This design comes from an exercise in tuning for small area on the open sky130 flow, not from production work. Function was checked by simulation only, so behaviour that the tests miss may differ from the original. Power is estimated from default activity; no workload was simulated.

Setup of wip/pepper:
// accel_top
module accel_top (
    input  logic                               clk,
    input  logic                               sync_reset,
    input  logic                               awvalid,
    output logic                               awready,
    input  logic [csr_pkg::CSR_ADDR_WIDTH-1:0] awaddr,
    input  logic                               wvalid,
    output logic                               wready,
    input  logic [csr_pkg::CSR_DATA_WIDTH-1:0] wdata,
    input  logic [csr_pkg::CSR_STRB_WIDTH-1:0] wstrb,
    output logic                               bvalid,
    input  logic                               bready,
    output logic [1:0]                         bresp,
    input  logic                               arvalid,
    output logic                               arready,
    input  logic [csr_pkg::CSR_ADDR_WIDTH-1:0] araddr,
    output logic                               rvalid,
    input  logic                               rready,
    output logic [csr_pkg::CSR_DATA_WIDTH-1:0] rdata,
    output logic [1:0]                         rresp,
    input  logic                               s_axis_tvalid,
    output logic                               s_axis_tready,
    input  accel_pkg::sample_t                 s_axis_tdata,
    input  logic                               s_axis_tlast,
    output logic                               m_axis_tvalid,
    input  logic                               m_axis_tready,
    output accel_pkg::sample_t                 m_axis_tdata,
    output logic                               m_axis_tlast
);
Size in the first run: roughly 1600 cells after synthesis, about 590 flip-flops, roughly 24000 um2 of cells after synthesis.
export LEC_CHECK = 0
export CAP_MARGIN = 20
export CORE_MARGIN = 2
export CORE_UTILIZATION = 40
export SLEW_MARGIN = 20
create_clock -name core_clock -period 4.0 [get_ports {clk}]
standard.sh (not shown) runs the stock make flow with config.mk's settings and CLKGATE_MAP_FILE= SYNTH_SCRIPT=/design/flow/synth_recipe.tcl, a recipe that flattens the netlist after the stock synthesis.
==> flow/flow/run.sh <==
#!/bin/bash
# The standard layout (the standard.sh: ORFS synthesis, floorplan, power
# grid, placement, CTS and routing) with these changes to how it is built:
#  - synthesis is the standard flow's own synthesis script, except that ABC maps the
#    logic with flow/abc.script (ABC's usual liberty-mapping recipe:
#    fraig/scorr/dc2 then dch -f and &nf) instead of ORFS's speed script;
#    the flip-flops are mapped exactly as before, by dfflibmap, and ABC does
#    not see them;
#  - the port buffers that buffer_ports inserts are the smallest plain buffer
#    (sky130_fd_sc_hd__buf_1) instead of a delay cell; repair_design still
#    resizes any that need more drive;
#  - timing-driven global placement only reweights nets: the buffers its
#    internal repair inserts are not kept (GPL_KEEP_OVERFLOW=0);
#    repair_design then fixes slew and capacitance against the library
#    limits (SLEW_MARGIN/CAP_MARGIN=MARGIN below), and repair_timing aims
#    for 0.2 ns of setup slack;
#  - clock tree synthesis clusters up to 25 sinks within 80 um per leaf
#    buffer, uses clkbuf_16 only and inserts no dummy loads.
# Each tool's full output goes to the ORFS logs under orfs/logs/ and the make
# output to standard.log, both in this folder.
set -euo pipefail
here=$(pwd)
MARGIN=10

# synth_core.tcl: ORFS's synth.tcl with the ABC script swapped
sed "s#^source \$::env(SCRIPTS_DIR)/synth_preamble.tcl\$#&\nset abc_args [lreplace \$abc_args 1 1 $here/flow/abc.script]#" \
  "$FLOW_HOME/scripts/synth.tcl" > synth_core.tcl
grep -q "flow/abc.script" synth_core.tcl
# flow_synth.tcl: the standard flow's synthesis script, sourcing synth_core.tcl
sed "s#^source \$::env(SCRIPTS_DIR)/synth.tcl\$#source $here/synth_core.tcl#" \
  synth_recipe.tcl > flow_synth.tcl
grep -q "synth_core.tcl" flow_synth.tcl

CTS="-sink_clustering_enable -repair_clock_nets -dont_use_dummy_load"
CTS="$CTS -buf_list {sky130_fd_sc_hd__clkbuf_16}"
CTS="$CTS -sink_clustering_size 25 -sink_clustering_max_diameter 80"
bash standard.sh \
  "SYNTH_SCRIPT=$here/flow_synth.tcl" \
  "BUFFER_PORTS_ARGS=-buffer_cell sky130_fd_sc_hd__buf_1" \
  GPL_KEEP_OVERFLOW=0 \
  SLEW_MARGIN=$MARGIN CAP_MARGIN=$MARGIN \
  SETUP_SLACK_MARGIN=0.2 \
  "CTS_ARGS=$CTS" \
  finish > standard.log 2>&1
==> flow/flow/abc.script <==
strash
&get -n
&fraig -x
&put
scorr
dc2
strash
&get -n
&dch -f
&nf
&put
buffer -c
topo
stime -c
upsize -c
dnsize -c
wip/pepper: all stages complete, timing, DRC and antenna checks passed
Changes in wip/onyx relative to wip/pepper:
diff --git a/flow/flow/run.sh b/flow/flow/run.sh
--- a/flow/flow/run.sh
+++ b/flow/flow/run.sh
@@ -22,3 +22,3 @@
 here=$(pwd)
-MARGIN=10
+MARGIN=0
 
- wip/onyx: flow complete, layout not clean; failing: max-capacitance violations, max-slew violations
- Between wip/pepper and wip/onyx, the difference in die outline width is negligible.
- wip/onyx vs. wip/pepper: worst hold slack after final layout went down 0.019 ns; total power held; initial antenna violation count went up 1.
> inputs changed (wip/onyx -> wip/xenon)
diff --git a/flow/flow/run.sh b/flow/flow/run.sh
--- a/flow/flow/run.sh
+++ b/flow/flow/run.sh
@@ -16,2 +16,6 @@
 #    for 0.2 ns of setup slack;
+#  - repair_design may not use the largest plain buffers (buf_6 and up,
+#    bufbuf_*) or the mid-size clock buffers for data nets: it picked
+#    buf_12/buf_16 for nets of about 20 loads where buf_4 does; these cells
+#    are added to the platform's own DONT_USE_CELLS list;
 #  - clock tree synthesis clusters up to 25 sinks within 80 um per leaf
@@ -22,3 +26,3 @@
 here=$(pwd)
-MARGIN=0
+MARGIN=10
 
@@ -33,2 +37,10 @@
 
+# The platform's don't-use list, plus the buffers named above
+DU=$(make -s -C "$FLOW_HOME" DESIGN_CONFIG="$here/config.mk" WORK_HOME="$here/orfs" \
+       print-DONT_USE_CELLS 2>dont_use.log | sed -n 's/^DONT_USE_CELLS: //p')
+echo "$DU" > dont_use.txt
+[[ "$DU" == *sky130_fd_sc_hd__probe_p_8* ]]
+P=sky130_fd_sc_hd__
+DU="$DU ${P}buf_6 ${P}buf_8 ${P}buf_12 ${P}buf_16 ${P}bufbuf_8 ${P}bufbuf_16 ${P}clkbuf_4 ${P}clkbuf_8"
+
 CTS="-sink_clustering_enable -repair_clock_nets -dont_use_dummy_load"
@@ -42,2 +54,3 @@
   SETUP_SLACK_MARGIN=0.2 \
+  "DONT_USE_CELLS=$DU" \
   "CTS_ARGS=$CTS" \
--- outcome ---
The final layout from wip/xenon, which completed every stage, passed the timing, design-rule and antenna checks at the end of the flow. Count of pins over their slew limit down 9 in wip/xenon wrt wip/onyx. NOTE mean number of vias per cell wip/onyx->wip/xenon increased slightly. wip/xenon vs. wip/onyx: number of standard cells in the final layout excluding fillers essentially unchanged; share of cells above drive strength 1 now sits higher; clock network power has remained practically unchanged.

-- static timing again, ports no longer ideal --
In the flow no input, the clock included, has a driving cell. The finished layouts below were timed again as built, in two steps. Step 1, drivers: a clkbuf_16 drives clk and a buf_2 each remaining input, both assumed. Step 2, shift: input delay + t, output delay - t, t = (earliest + latest rising clock arrival at the registers) / 2. This alone moves slack from input paths to output paths. Slacks: ideal / step 1 / step 2; pairs: ideal / step 1.
| run | t, ns | setup WS [ns] | cell pins on the clock port's net |
|---|---|---|---|
| wip/pepper | 0.650 | 0.316 / 0.316 / 0.316 | 1 |
| wip/onyx | 0.651 | 0.375 / 0.375 / 0.191 | 1 |
| wip/xenon | 0.655 | 0.358 / 0.358 / 0.358 | 1 |
The setup slack of wip/onyx, which loses most, moves by 0.000 ns with the drivers and by -0.184 ns with both steps.
